From an optimization exercise on the open Yosys and OpenROAD flow, aimed at small area, a short achievable clock period and few clock cycles; shortcuts taken in it are not production practice.
Where RTL was checked, it was by simulation tests only, not by an equivalence proof against the original.
Power is estimated from default activity; no workload was simulated.

==> flow/design.v <==
package cpu_pkg;
	typedef logic [8-1:0] byte_t;
	typedef logic [8-1:0] addr_t;
	typedef enum logic [4-1:0] {
		REG0 = 4'd0,
		REG1 = 4'd1,
		REG2 = 4'd2,
		REG3 = 4'd3,
		REG4 = 4'd4,
		REG5 = 4'd5,
		REG6 = 4'd6,
		REG7 = 4'd7,
		D_IN = 4'd8,
		RAX = 4'd9,
		RFL = 4'd10,
		RAM = 4'd11,
		RIP = 4'd12,
		RIP_1 = 4'd13,
		ZERO = 4'd14
	} bus_sel_t;
	typedef enum logic [4:0] {
		LOAD_ADDR,
		LOAD_ADDR_WAIT,
		LOAD_DATA,
		LOAD_DATA_WAIT,
		PRE_EXECUTE,
		FETCH,
		INC_RIP,
		EX_HALT,
		EX_NOOP,
		EX_JUMP,
		EX_MATH,
		EX_LDFM,
		EX_LDFI,
		EX_CPFR,
		EX_STOM,
		EX_JINZ,
		EX_JIEQ,
		EX_JILT,
		EX_JIGT
	} state_t;
	typedef enum logic [8-1:0] {
		HALT = 8'h00,
		NOOP = 8'h01,
		JUMP = 8'h03,
		MATH = 8'h04,
		LDFM = 8'h05,
		LDFI = 8'h06,
		CPFR = 8'h08,
		STOM = 8'h09,
		JINZ = 8'h0a,
		JIEQ = 8'h0b,
		JILT = 8'h0c,
		JIGT = 8'h0d
	} opcode_t;
	typedef enum logic [2:0] {
		ADD = 3'd0,
		SUB = 3'd1,
		AND = 3'd2,
		OR = 3'd3,
		XOR = 3'd4,
		PASS_B = 3'd5
	} alu_op_t;
	typedef struct packed {
		logic carry;
		logic equal;
		logic less_than;
		logic zero;
		logic undefined;
		logic [2:0] spare;
	} flags_t;
	typedef struct packed {
		bus_sel_t sel;
		logic load_addr;
		logic load_rip;
		logic load_alu;
		logic load_rax;
		logic write_ram;
		logic [8-1:0] load_reg;
	} ctrl_t;
	typedef struct packed {
		byte_t [8-1:0] regs;
		byte_t rax;
		flags_t rfl;
		byte_t rip;
	} arch_state_t;
endpackage
module ram (
	input  logic i_clk,
	input  logic [5:0] i_row0,
	input  logic [5:0] i_row1,
	input  logic [5:0] i_row2,
	input  logic [5:0] i_row3,
	input  logic [1:0] i_lo,
	input  cpu_pkg::addr_t i_waddr,
	input  cpu_pkg::byte_t i_wdata,
	input  logic i_write,
	output cpu_pkg::byte_t o_b0,
	output cpu_pkg::byte_t o_b1,
	output cpu_pkg::byte_t o_b2
);
	cpu_pkg::byte_t bank0 [64];
	cpu_pkg::byte_t bank1 [64];
	cpu_pkg::byte_t bank2 [64];
	cpu_pkg::byte_t bank3 [64];
	cpu_pkg::byte_t q0, q1, q2, q3;
	assign q0 = bank0[i_row0];
	assign q1 = bank1[i_row1];
	assign q2 = bank2[i_row2];
	assign q3 = bank3[i_row3];
	always_comb begin
		case (i_lo)
			2'd0: begin o_b0 = q0; o_b1 = q1; o_b2 = q2; end
			2'd1: begin o_b0 = q1; o_b1 = q2; o_b2 = q3; end
			2'd2: begin o_b0 = q2; o_b1 = q3; o_b2 = q0; end
			default: begin o_b0 = q3; o_b1 = q0; o_b2 = q1; end
		endcase
	end
	always_ff @(posedge i_clk) begin
		if (i_write) begin
			case (i_waddr[1:0])
				2'd0: bank0[i_waddr[7:2]] <= i_wdata;
				2'd1: bank1[i_waddr[7:2]] <= i_wdata;
				2'd2: bank2[i_waddr[7:2]] <= i_wdata;
				default: bank3[i_waddr[7:2]] <= i_wdata;
			endcase
		end
	end
endmodule
module cpu (
	input  logic i_clk,
	input  logic i_reset,
	input  logic i_load_addr,
	input  logic i_load_data,
	input  logic i_execute,
	input  cpu_pkg::byte_t i_data_in,
	output cpu_pkg::byte_t o_data_out,
	output logic o_waiting
);
	logic run;
	logic waiting;
	cpu_pkg::byte_t regs [8];
	cpu_pkg::byte_t rax;
	cpu_pkg::byte_t rfl;
	cpu_pkg::byte_t pa;
	logic [5:0] prow0, prow1, prow2, prow3;
	logic [1:0] plo;
	logic e_math, e_ldfm, e_ldfi, e_cpfr, e_stom;
	cpu_pkg::byte_t e_x, e_y, e_r2, e_r3;
	logic la_q;
	logic ld_q;
	cpu_pkg::byte_t din_q;
	cpu_pkg::byte_t haddr;
	cpu_pkg::byte_t dout;
	cpu_pkg::byte_t b0, b1, b2;
	cpu_pkg::byte_t waddr;
	cpu_pkg::byte_t wdata;
	logic write;
	assign o_data_out = dout;
	assign o_waiting = waiting;
	ram u_ram (
		.i_clk(i_clk),
		.i_row0(prow0),
		.i_row1(prow1),
		.i_row2(prow2),
		.i_row3(prow3),
		.i_lo(plo),
		.i_waddr(waddr),
		.i_wdata(wdata),
		.i_write(write),
		.o_b0(b0),
		.o_b1(b1),
		.o_b2(b2)
	);
	function automatic [25:0] rows_of(input [7:0] a);
		logic [5:0] hi, hi1;
		hi = a[7:2];
		hi1 = a[7:2] + 6'd1;
		rows_of = {hi, (a[1:0] == 2'd3) ? hi1 : hi, a[1] ? hi1 : hi,
			(a[1:0] != 2'd0) ? hi1 : hi, a[1:0]};
	endfunction
	cpu_pkg::byte_t op, x, y;
	assign op = b0;
	assign x = b1;
	assign y = b2;
	logic is_noop, is_jump, is_math, is_ldfm, is_ldfi, is_cpfr, is_stom;
	logic is_jinz, is_jieq, is_jilt, is_jigt, is_halt;
	assign is_noop = (op == 8'h01);
	assign is_jump = (op == 8'h03);
	assign is_math = (op == 8'h04);
	assign is_ldfm = (op == 8'h05);
	assign is_ldfi = (op == 8'h06);
	assign is_cpfr = (op == 8'h08);
	assign is_stom = (op == 8'h09);
	assign is_jinz = (op == 8'h0a);
	assign is_jieq = (op == 8'h0b);
	assign is_jilt = (op == 8'h0c);
	assign is_jigt = (op == 8'h0d);
	assign is_halt = !(is_noop || is_jump || is_math || is_ldfm || is_ldfi ||
		is_cpfr || is_stom || is_jinz || is_jieq || is_jilt || is_jigt);
	cpu_pkg::byte_t pa1, pa2, pa3;
	assign pa1 = pa + 8'd1;
	assign pa2 = pa + 8'd2;
	assign pa3 = pa + 8'd3;
	logic [8:0] sum, diff;
	cpu_pkg::byte_t r0;
	assign r0 = regs[0];
	assign sum = {1'b0, rax} + {1'b0, r0};
	assign diff = {1'b0, rax} - {1'b0, r0};
	logic known;
	cpu_pkg::byte_t alu_res;
	logic alu_carry;
	always_comb begin
		known = (e_x[6:3] == 4'd0);
		alu_carry = 1'b0;
		case (e_x[2:0])
			3'd0: begin alu_res = sum[7:0]; alu_carry = sum[8]; end
			3'd1: begin alu_res = diff[7:0]; alu_carry = diff[8]; end
			3'd2: alu_res = rax & r0;
			3'd3: alu_res = rax | r0;
			3'd4: alu_res = rax ^ r0;
			3'd5: alu_res = r0;
			default: begin alu_res = 8'd0; known = 1'b0; end
		endcase
		if (!known) begin
			alu_res = 8'd0;
			alu_carry = 1'b0;
		end
	end
	cpu_pkg::byte_t alu_flags;
	assign alu_flags = {alu_carry, rax == r0, diff[8], alu_res == 8'd0, !known, 3'b000};
	logic f_equal, f_less, f_zero;
	assign f_equal = e_math ? alu_flags[6] : rfl[6];
	assign f_less = e_math ? alu_flags[5] : rfl[5];
	assign f_zero = e_math ? alu_flags[4] : rfl[4];
	logic taken;
	assign taken = is_jump || (is_jinz && !f_zero) || (is_jieq && f_equal) ||
		(is_jilt && f_less) || (is_jigt && !(f_equal || f_less));
	cpu_pkg::byte_t st_off;
	logic conflict;
	assign st_off = e_y - pa;
	assign conflict = e_stom && (st_off < 8'd3);
	cpu_pkg::byte_t pa_next;
	logic [25:0] win_next;
	always_comb begin
		if (taken) begin
			pa_next = x;
			win_next = rows_of(x);
		end else if (is_noop) begin
			pa_next = pa1;
			win_next = rows_of(pa1);
		end else if (is_math || is_jinz || is_jieq || is_jilt || is_jigt) begin
			pa_next = pa2;
			win_next = rows_of(pa2);
		end else begin
			pa_next = pa3;
			win_next = is_ldfm ? rows_of(y) : rows_of(pa3);
		end
	end
	function automatic [7:0] src_val(input [7:0] code, input [7:0] r0, input [7:0] r1,
			input [7:0] r2, input [7:0] r3, input [7:0] r4, input [7:0] r5,
			input [7:0] r6, input [7:0] r7, input [7:0] d, input [7:0] a,
			input [7:0] f, input [7:0] yy, input [7:0] p2, input [7:0] p3);
		if (code[7:4] != 4'd0) begin
			src_val = 8'd0;
		end else begin
			case (code[3:0])
				4'd0: src_val = r0;
				4'd1: src_val = r1;
				4'd2: src_val = r2;
				4'd3: src_val = r3;
				4'd4: src_val = r4;
				4'd5: src_val = r5;
				4'd6: src_val = r6;
				4'd7: src_val = r7;
				4'd8: src_val = d;
				4'd9: src_val = a;
				4'd10: src_val = f;
				4'd11: src_val = yy;
				4'd12: src_val = p2;
				4'd13: src_val = p3;
				default: src_val = 8'd0;
			endcase
		end
	endfunction
	cpu_pkg::byte_t src_x, src_y;
	assign src_x = src_val(e_x, regs[0], regs[1], regs[2], regs[3], regs[4], regs[5],
		regs[6], regs[7], din_q, rax, rfl, e_y, e_r2, e_r3);
	assign src_y = src_val(e_y, regs[0], regs[1], regs[2], regs[3], regs[4], regs[5],
		regs[6], regs[7], din_q, rax, rfl, e_y, e_r2, e_r3);
	logic wr_en;
	cpu_pkg::byte_t wr_val;
	assign wr_en = e_ldfi || e_cpfr || e_ldfm;
	always_comb begin
		if (e_ldfm) wr_val = b0;
		else if (e_ldfi) wr_val = e_y;
		else wr_val = src_y;
	end
	always_comb begin
		if (run) begin
			write = e_stom;
			waddr = e_y;
			wdata = src_x;
		end else begin
			write = ld_q;
			waddr = haddr;
			wdata = din_q;
		end
	end
	always_ff @(posedge i_clk) begin
		din_q <= i_data_in;
		dout <= b0;
		if (la_q) haddr <= din_q;
		if (i_reset) begin
			run <= 1'b0;
			waiting <= 1'b1;
			la_q <= 1'b0;
			ld_q <= 1'b0;
			for (int i = 0; i < 8; i++) regs[i] <= 8'd0;
			rax <= 8'd0;
			rfl <= 8'd0;
			e_math <= 1'b0;
			e_ldfm <= 1'b0;
			e_ldfi <= 1'b0;
			e_cpfr <= 1'b0;
			e_stom <= 1'b0;
			pa <= i_data_in;
			{prow3, prow2, prow1, prow0, plo} <= rows_of(i_data_in);
		end else begin
			la_q <= i_load_addr;
			ld_q <= i_load_data;
			for (int i = 0; i < 8; i++) begin
				if (wr_en && e_x == 8'(i)) regs[i] <= wr_val;
			end
			if (wr_en && e_x == 8'd9) rax <= wr_val;
			if (e_math) begin
				rax <= alu_res;
				rfl <= alu_flags;
			end
			if (!run) begin
				if (i_execute) begin
					run <= 1'b1;
					waiting <= 1'b0;
					pa <= 8'd0;
					{prow3, prow2, prow1, prow0, plo} <= '0;
				end else begin
					pa <= i_data_in;
					{prow3, prow2, prow1, prow0, plo} <= rows_of(i_data_in);
				end
			end else if (e_ldfm || conflict) begin
				e_math <= 1'b0;
				e_ldfm <= 1'b0;
				e_ldfi <= 1'b0;
				e_cpfr <= 1'b0;
				e_stom <= 1'b0;
				{prow3, prow2, prow1, prow0, plo} <= rows_of(pa);
			end else begin
				e_math <= is_math;
				e_ldfm <= is_ldfm;
				e_ldfi <= is_ldfi;
				e_cpfr <= is_cpfr;
				e_stom <= is_stom;
				e_x <= x;
				e_y <= y;
				e_r2 <= pa2;
				e_r3 <= pa3;
				pa <= pa_next;
				{prow3, prow2, prow1, prow0, plo} <= win_next;
				if (is_halt) begin
					run <= 1'b0;
					waiting <= 1'b1;
				end
			end
		end
	end
endmodule
make LEC_CHECK=0 CAP_MARGIN=20 CORE_MARGIN=2 CORE_UTILIZATION=55 SETUP_SLACK_MARGIN=2.0 SLEW_MARGIN=20 finish   # period 6.5 ns
run.sh (not shown) runs the stock make flow with config.mk's settings and CLKGATE_MAP_FILE= SYNTH_SCRIPT=/design/flow/synth_recipe.tcl, a recipe that flattens the netlist after the stock synthesis.
Testbench counts at the start, summed over its fixed seeds: cycles 11,872.
==> next run, changes <==
--- a/flow/design.v
+++ b/flow/design.v
@@ -230,35 +230,39 @@
 	cpu_pkg::byte_t alu_flags;
 	assign alu_flags = {alu_carry, rax == r0, diff[8], alu_res == 8'd0, !known, 3'b000};
 	logic f_equal, f_less, f_zero;
 	assign f_equal = e_math ? alu_flags[6] : rfl[6];
 	assign f_less = e_math ? alu_flags[5] : rfl[5];
 	assign f_zero = e_math ? alu_flags[4] : rfl[4];
-	logic taken;
-	assign taken = is_jump || (is_jinz && !f_zero) || (is_jieq && f_equal) ||
-		(is_jilt && f_less) || (is_jigt && !(f_equal || f_less));
+	logic [3:0] opl;
+	assign opl = op[3:0];
+	logic c_jinz, c_jieq, c_jilt, c_jigt;
+	assign c_jinz = !f_zero;
+	assign c_jieq = f_equal;
+	assign c_jilt = f_less;
+	assign c_jigt = !(f_equal || f_less);
+	logic n_x, n_y, n_p1, n_p2, n_p3;
+	assign n_x = (opl == 4'h3) || (opl == 4'ha && c_jinz) || (opl == 4'hb && c_jieq) ||
+		(opl == 4'hc && c_jilt) || (opl == 4'hd && c_jigt);
+	assign n_y = (opl == 4'h5);
+	assign n_p1 = (opl == 4'h1);
+	assign n_p2 = (opl == 4'h4) || (opl == 4'ha && !c_jinz) || (opl == 4'hb && !c_jieq) ||
+		(opl == 4'hc && !c_jilt) || (opl == 4'hd && !c_jigt);
+	assign n_p3 = !(n_x || n_y || n_p1 || n_p2);
 	cpu_pkg::byte_t st_off;
 	logic conflict;
 	assign st_off = e_y - pa;
 	assign conflict = e_stom && (st_off < 8'd3);
 	cpu_pkg::byte_t pa_next;
 	logic [25:0] win_next;
 	always_comb begin
-		if (taken) begin
-			pa_next = x;
-			win_next = rows_of(x);
-		end else if (is_noop) begin
-			pa_next = pa1;
-			win_next = rows_of(pa1);
-		end else if (is_math || is_jinz || is_jieq || is_jilt || is_jigt) begin
-			pa_next = pa2;
-			win_next = rows_of(pa2);
-		end else begin
-			pa_next = pa3;
-			win_next = is_ldfm ? rows_of(y) : rows_of(pa3);
-		end
+		pa_next = ({8{n_x}} & x) | ({8{n_p1}} & pa1) | ({8{n_p2}} & pa2) |
+			({8{n_y || n_p3}} & pa3);
+		win_next = ({26{n_x}} & rows_of(x)) | ({26{n_y}} & rows_of(y)) |
+			({26{n_p1}} & rows_of(pa1)) | ({26{n_p2}} & rows_of(pa2)) |
+			({26{n_p3}} & rows_of(pa3));
 	end
 	function automatic [7:0] src_val(input [7:0] code, input [7:0] r0, input [7:0] r1,
 			input [7:0] r2, input [7:0] r3, input [7:0] r4, input [7:0] r5,
 			input [7:0] r6, input [7:0] r7, input [7:0] d, input [7:0] a,
 			input [7:0] f, input [7:0] yy, input [7:0] p2, input [7:0] p3);
 		if (code[7:4] != 4'd0) begin
=> The new run passed the timing, design-rule and antenna checks. Wire length went down by 2.9%. Setup slack is worse by 130 ps. Synthesized area went down by about 0.35%. Global-route usage went down by 0.65 points. Die area went down by 0.34%. Via count went down by 1.8%. Cell count went down by about 2.3%. Utilization went up by 0.70 points. Total power went up by 39%. Clock power went up by about 3%. Final area went up by about 0.9%. Sequential share of layout area went down by 0.53 points. Maximum frequency went down by 2.7%. Sequential power went up by about 4%.
Function not checked in the second run of this note: the RTL went through the layout flow alone.

==> re-timing with driven ports <==
In the flow no input, the clock included, has a driving cell. The finished layouts below were timed again as built, in two steps. Step 1 sets driving cells, clkbuf_16 on the clock port and buf_2 on the other inputs (assumed; they add their load-dependent delay and slew). Step 2 times the ports against the registers' clock, not the clock port: input delays grow and output delays shrink by t, the midpoint of the rising clock arrivals with the driver on. Three values: ideal ports, drivers, drivers and shift; two values: the first two.
run | t, ns | setup slack, ns | worst hold slack (ns) | slew at the worst register clock pin (ns) | cell pins on the clock port's net
the first run | 0.955 | 1.970 / 1.970 / 1.970 | 0.503 / 0.503 / 0.503 | 0.07 / 0.07 | 1
the second run | 0.968 | 1.843 / 1.843 / 1.843 | 0.476 / 0.476 / 0.476 | 0.08 / 0.08 | 1
After both steps setup and hold are still met in every run listed.
